This design comes from an exercise in tuning for small area, a short achievable clock period and few clock cycles per item on the open sky130 flow, not from production work. In this exercise RTL edits were held to simulation tests only and were not proved equivalent to the original.

==> build 39: inputs <==
Design dual_window_average_balance, start of the top module:
module dual_window_average_balance (
    input  logic                                clk,
    input  logic                                rst_n,
    input  logic                                in_valid,
    output logic                                in_ready,
    input  logic [11:0]                         in_sample,
    input  logic                                in_last,
    output logic                                out_valid,
    input  logic                                out_ready,
    output logic [12:0]                         out_balance,
    input  logic                                cfg_wen,
    input  logic [dwab_pkg::CFG_INDEX_BITS-1:0] cfg_index,
    input  logic [dwab_pkg::CFG_BITS-1:0]       cfg_data
);
export LEC_CHECK = 0
export CAP_MARGIN = 20
export CORE_MARGIN = 2
export CORE_UTILIZATION = 40
export CTS_CLUSTER_DIAMETER = 100
export CTS_CLUSTER_SIZE = 22
export SETUP_SLACK_MARGIN = 2.7
export SLEW_MARGIN = 20
create_clock -name core_clock -period 6.0 [get_ports {clk}]
run.sh (not shown) runs the stock make flow with config.mk's settings and CLKGATE_MAP_FILE= SYNTH_SCRIPT=/design/flow/synth_recipe.tcl, a recipe that flattens the netlist after the stock synthesis.
==> build 25 (differences from build 39) <==
--- a/flow/design.v
+++ b/flow/design.v
@@ -104,43 +104,31 @@
                 ws[j] <= ns[j];
             end
         end
     end
     function automatic logic [12:0] mul6(input logic [5:0] r, input logic [6:0] m1,
-                                         input logic [7:0] m3, input logic [9:0] m5,
-                                         input logic [9:0] m7);
-        logic [9:0] p [2];
-        for (int i = 0; i < 2; i++)
-        begin
-            case (r[3*i +: 3])
-                3'd0:    p[i] = 10'd0;
-                3'd1:    p[i] = {3'b000, m1};
-                3'd2:    p[i] = {2'b00, m1, 1'b0};
-                3'd3:    p[i] = {2'b00, m3};
-                3'd4:    p[i] = {1'b0, m1, 2'b00};
-                3'd5:    p[i] = m5;
-                3'd6:    p[i] = {1'b0, m3, 1'b0};
-                default: p[i] = m7;
+                                         input logic [7:0] m2, input logic [7:0] m3);
+        logic [7:0] p [3];
+        for (int i = 0; i < 3; i++)
+        begin
+            case (r[2*i +: 2])
+                2'd0:    p[i] = 8'd0;
+                2'd1:    p[i] = {1'b0, m1};
+                2'd2:    p[i] = m2;
+                default: p[i] = m3;
             endcase
         end
-        mul6 = 13'(p[0]) + (13'(p[1]) << 3);
+        mul6 = 13'(p[0]) + (13'(p[1]) << 2) + (13'(p[2]) << 4);
     endfunction
-    logic [9:0] l5, l7, s5m, s7m;
-    always_ff @(posedge clk)
-    begin
-        l5  <= 10'({ld, 2'b00} + {3'b000, ld});
-        l7  <= 10'({ld, 3'b000} - {3'b000, ld});
-        s5m <= 10'({sd, 2'b00} + {3'b000, sd});
-        s7m <= 10'({sd, 3'b000} - {3'b000, sd});
-    end
     logic [5:0]         rl, rs;
     logic [11:0]        ql, qs;
     logic [12:0]        u_r, v_r;
     logic signed [13:0] w_r;
     logic signed [13:0] dq_r1, dq_r2, dq_r3;
     logic               vr1, vr2, vr3;
-    logic [12:0]        dp_lo, dp_hi;
+    logic [10:0]        dp_lo;
+    logic [9:0]         dp_hi;
     logic [12:0]        den;
     logic signed [15:0] t1, t2;
     logic               c1, c1s, c2, c2s, dpos, dneg, inc_r, dec_r;
     assign rl = wl[STAGES-1][17:12];
     assign ql = wl[STAGES-1][11:0];
@@ -169,17 +157,17 @@
             vr3 <= vr2;
         end
     end
     always_ff @(posedge clk)
     begin
-        dp_lo <= mul6(sd[5:0], ld, l3, l5, l7);
-        dp_hi <= sd[6] ? {ld, 6'd0} : 13'd0;
-        den   <= dp_lo + dp_hi;
+        dp_lo <= 11'(ld * sd[3:0]);
+        dp_hi <= 10'(ld * sd[6:4]);
+        den   <= 13'({2'b00, dp_lo} + {dp_hi, 4'd0});
         if (en)
         begin
-            u_r   <= mul6(rl, sd, s3m, s5m, s7m);
-            v_r   <= mul6(rs, ld, l3, l5, l7);
+            u_r   <= mul6(rl, sd, s2m, s3m);
+            v_r   <= mul6(rs, ld, l2, l3);
             dq_r1 <= $signed({2'b00, ql}) - $signed({2'b00, qs});
             w_r   <= $signed({1'b0, u_r}) - $signed({1'b0, v_r});
             dq_r2 <= dq_r1;
             inc_r <= dneg ? c1s : c1;
             dec_r <= dpos ? c2s : c2;
@@ -276,12 +264,12 @@
         begin
             rd_l = rd_l | (hist[k] & {12{sel_la[k % 8] & sel_lb[k / 8]}});
             rd_s = rd_s | (hist[k] & {12{sel_sa[k % 8] & sel_sb[k / 8]}});
         end
     end
-    assign h_l = rd_l;       
-    assign h_s = rd_s;
+    assign h_l = ok_l ? rd_l : 12'd0;
+    assign h_s = ok_s ? rd_s : 12'd0;
     assign fill_inc = (fill < 7'd64) ? fill + 7'd1 : fill;
     assign emit     = (fill_inc > {1'b0, lm1});
     function automatic logic [8:0] adjust(input logic [5:0] m1, input logic pre,
                                           input logic [5:0] t1);
         logic [1:0] op;
@@ -338,34 +326,15 @@
         begin
             {op_l, pre_l_n, lm1_n} = adjust(lm1, pre_l, lt1);
             {op_s, pre_s_n, sm1_n} = adjust(sm1, pre_s, st1);
         end
     end
-    logic [11:0] x_b, h_l_b, h_s_b;
-    logic [1:0]  op_l_b, op_s_b;
+    logic [11:0] xt_b, hx_l_b, hx_s_b;
+    logic        sub_l_b, sub_s_b;
     logic        valid_b;
-    logic signed [13:0] d_l, d_s;        
-    logic        valid_c1;
-    logic        ok_l_n, ok_s_n;
-    logic        c_iss_l, c_iss_s;
     logic [17:0] lsum, ssum;
     logic        valid_c;
-    function automatic logic signed [13:0] delta(input logic [1:0] op, input logic [11:0] x,
-                                                 input logic [11:0] h);
-        case (op)
-            2'd1:    delta = $signed({2'b00, x}) - $signed({2'b00, h});
-            2'd2:    delta = $signed({2'b00, h});
-            2'd3:    delta = -$signed({2'b00, h});
-            default: delta = 14'sd0;
-        endcase
-    endfunction
-    assign c_iss_l = {1'b0, lm1} < vc_n;
-    assign c_iss_s = {1'b0, sm1} < vc_n;
-    assign ok_l_n  = (adj && lt1 > lm1) ? ({1'b0, lm1} + 7'd1 < vc)
-                   : (adj && lt1 < lm1) ? ({1'b0, lm1} - 7'd1 < vc) : c_iss_l;
-    assign ok_s_n  = (adj && st1 > sm1) ? ({1'b0, sm1} + 7'd1 < vc)
-                   : (adj && st1 < sm1) ? ({1'b0, sm1} - 7'd1 < vc) : c_iss_s;
     function automatic logic [7:0] onehot8(input logic [2:0] v);
         onehot8 = 8'd1 << v;
     endfunction
     assign vc_n = (issue && vc < 7'd64) ? vc + 7'd1 : vc;
     always_ff @(posedge clk or negedge rst_n)
@@ -376,22 +345,22 @@
             vc      <= '0;
             fill    <= '0;
             lm1     <= 6'(LONG_WINDOW_RESET - 7'd1);
             sm1     <= 6'(SHORT_WINDOW_RESET - 7'd1);
             sel_la  <= onehot8(3'(LONG_WINDOW_RESET - 7'd1));
-            sel_lb  <= 8'd0;
+            sel_lb  <= onehot8(3'((LONG_WINDOW_RESET - 7'd1) >> 3));
             sel_sa  <= onehot8(3'(SHORT_WINDOW_RESET - 7'd1));
-            sel_sb  <= 8'd0;
+            sel_sb  <= onehot8(3'((SHORT_WINDOW_RESET - 7'd1) >> 3));
             ok_l    <= 1'b0;
             ok_s    <= 1'b0;
-            op_l_b  <= 2'd0;
-            op_s_b  <= 2'd0;
-            d_l     <= '0;
-            d_s     <= '0;
-            valid_c1 <= 1'b0;
             pre_l   <= 1'b0;
             pre_s   <= 1'b0;
+            xt_b    <= '0;
+            hx_l_b  <= '0;
+            hx_s_b  <= '0;
+            sub_l_b <= 1'b0;
+            sub_s_b <= 1'b0;
             valid_b <= 1'b0;
             lsum    <= '0;
             ssum    <= '0;
             valid_c <= 1'b0;
         end
@@ -404,42 +373,36 @@
                     fill <= last_a ? 7'd0 : fill_inc;
                 vc      <= vc_n;
                 lm1     <= lm1_n;
                 sm1     <= sm1_n;
                 sel_la  <= onehot8(lm1_n[2:0]);
-                sel_lb  <= onehot8(lm1_n[5:3]) & {8{ok_l_n}};
+                sel_lb  <= onehot8(lm1_n[5:3]);
                 sel_sa  <= onehot8(sm1_n[2:0]);
-                sel_sb  <= onehot8(sm1_n[5:3]) & {8{ok_s_n}};
-                ok_l    <= ok_l_n;
-                ok_s    <= ok_s_n;
+                sel_sb  <= onehot8(sm1_n[5:3]);
+                ok_l    <= {1'b0, lm1_n} < vc_n;
+                ok_s    <= {1'b0, sm1_n} < vc_n;
                 pre_l   <= pre_l_n;
                 pre_s   <= pre_s_n;
-                op_l_b  <= op_l;
-                op_s_b  <= op_s;
+                xt_b    <= issue ? x_a : 12'd0;
+                hx_l_b  <= (op_l == 2'd0) ? 12'd0 : (op_l == 2'd2) ? h_l : ~h_l;
+                hx_s_b  <= (op_s == 2'd0) ? 12'd0 : (op_s == 2'd2) ? h_s : ~h_s;
+                sub_l_b <= op_l[0];
+                sub_s_b <= op_s[0];
                 valid_b <= issue && emit;
-                d_l     <= delta(op_l_b, x_b, h_l_b);
-                d_s     <= delta(op_s_b, x_b, h_s_b);
-                valid_c1 <= valid_b;
-                lsum    <= lsum + 18'(d_l);
-                ssum    <= ssum + 18'(d_s);
-                valid_c <= valid_c1;
+                lsum    <= lsum + {6'd0, xt_b} + {{6{sub_l_b}}, hx_l_b} + {17'd0, sub_l_b};
+                ssum    <= ssum + {6'd0, xt_b} + {{6{sub_s_b}}, hx_s_b} + {17'd0, sub_s_b};
+                valid_c <= valid_b;
             end
         end
     end
     always_ff @(posedge clk)
     begin
         if (in_ready_reg)
         begin
             x_a    <= in_sample;
             last_a <= in_last;
         end
-        if (en)
-        begin
-            x_b   <= x_a;
-            h_l_b <= h_l;
-            h_s_b <= h_s;
-        end
         if (issue)
         begin
             hist[0] <= x_a;
             for (int k = 1; k < DEPTH; k++)
                 hist[k] <= hist[k-1];
@@ -487,11 +450,11 @@
         else
         begin
             valid_s <= valid_s_next;
             if (load_o)
                 valid_o <= valid_s || res_valid;
-            if (!pipe_busy && !valid_b && !valid_c1)
+            if (!pipe_busy && !valid_b)
             begin
                 ld  <= {1'b0, lm1} + 7'd1;
                 sd  <= {1'b0, sm1} + 7'd1;
                 ld1 <= lm1;
                 sd1 <= sm1;
- CTS_CLUSTER_DIAMETER: 100 -> default
- CTS_CLUSTER_SIZE: 22 -> default
- SETUP_SLACK_MARGIN: 2.7 -> 2.6
==> qor.csv <==
metric,value,unit
use_met2,0.451,
finalCriticalPeriod,3.60,ns
cp-endpoint,hx_s_b[9],
r2r_cells,7,
fmax,278,MHz
startpoint,sel_sa[6],
r2r_end,hx_s_b[9],
diodes,19,
cts_setup_buffers,70,
fill_cells,16300,
status,finished clean,
That was build 25.
==> qor.csv <==
metric,value,unit
status,finished clean,
startpoint,sd[0],
fill_cells,17500,
cts_setup_buffers,79,
fmax,274,MHz
diodes,46,
finalCriticalPeriod,3.66,ns
use_met2,0.461,
r2r_end,u_back.dp_lo[12],
cp-endpoint,u_back.dp_lo[12],
r2r_cells,16,
That was build 39.
Testbench counts of build 39, summed over its fixed seeds: cycles 22,380, samples 19,200.
Testbench counts of build 25, summed over its fixed seeds: cycles 22,349, samples 19,200.

-- separate check: timing with driven ports --
Ports are ideal in the flow. The routed layouts listed here were re-timed in OpenROAD.
Step 1 sets driving cells, clkbuf_16 on the clock port and buf_2 on the other inputs (assumed; they add their load-dependent delay and slew).
Step 2 times the ports against the registers' clock, not the clock port: input delays grow and output delays shrink by t, the midpoint of the rising clock arrivals with the driver on.
a / b / c = no drivers / after step 1 / after step 2; a / b = the first two.
run | shift t [ns] | slack for setup (ns) | hold slack, ns | worst data-port slew with drivers (ns)
build 39 | 0.843 | 2.344 / 2.344 / 2.344 | 0.332 / 0.332 / 0.332 | 0.13
build 25 | 0.901 | 2.401 / 2.401 / 2.401 | 0.332 / 0.332 / 0.332 | 0.15
After both steps setup and hold are still met in every run listed.
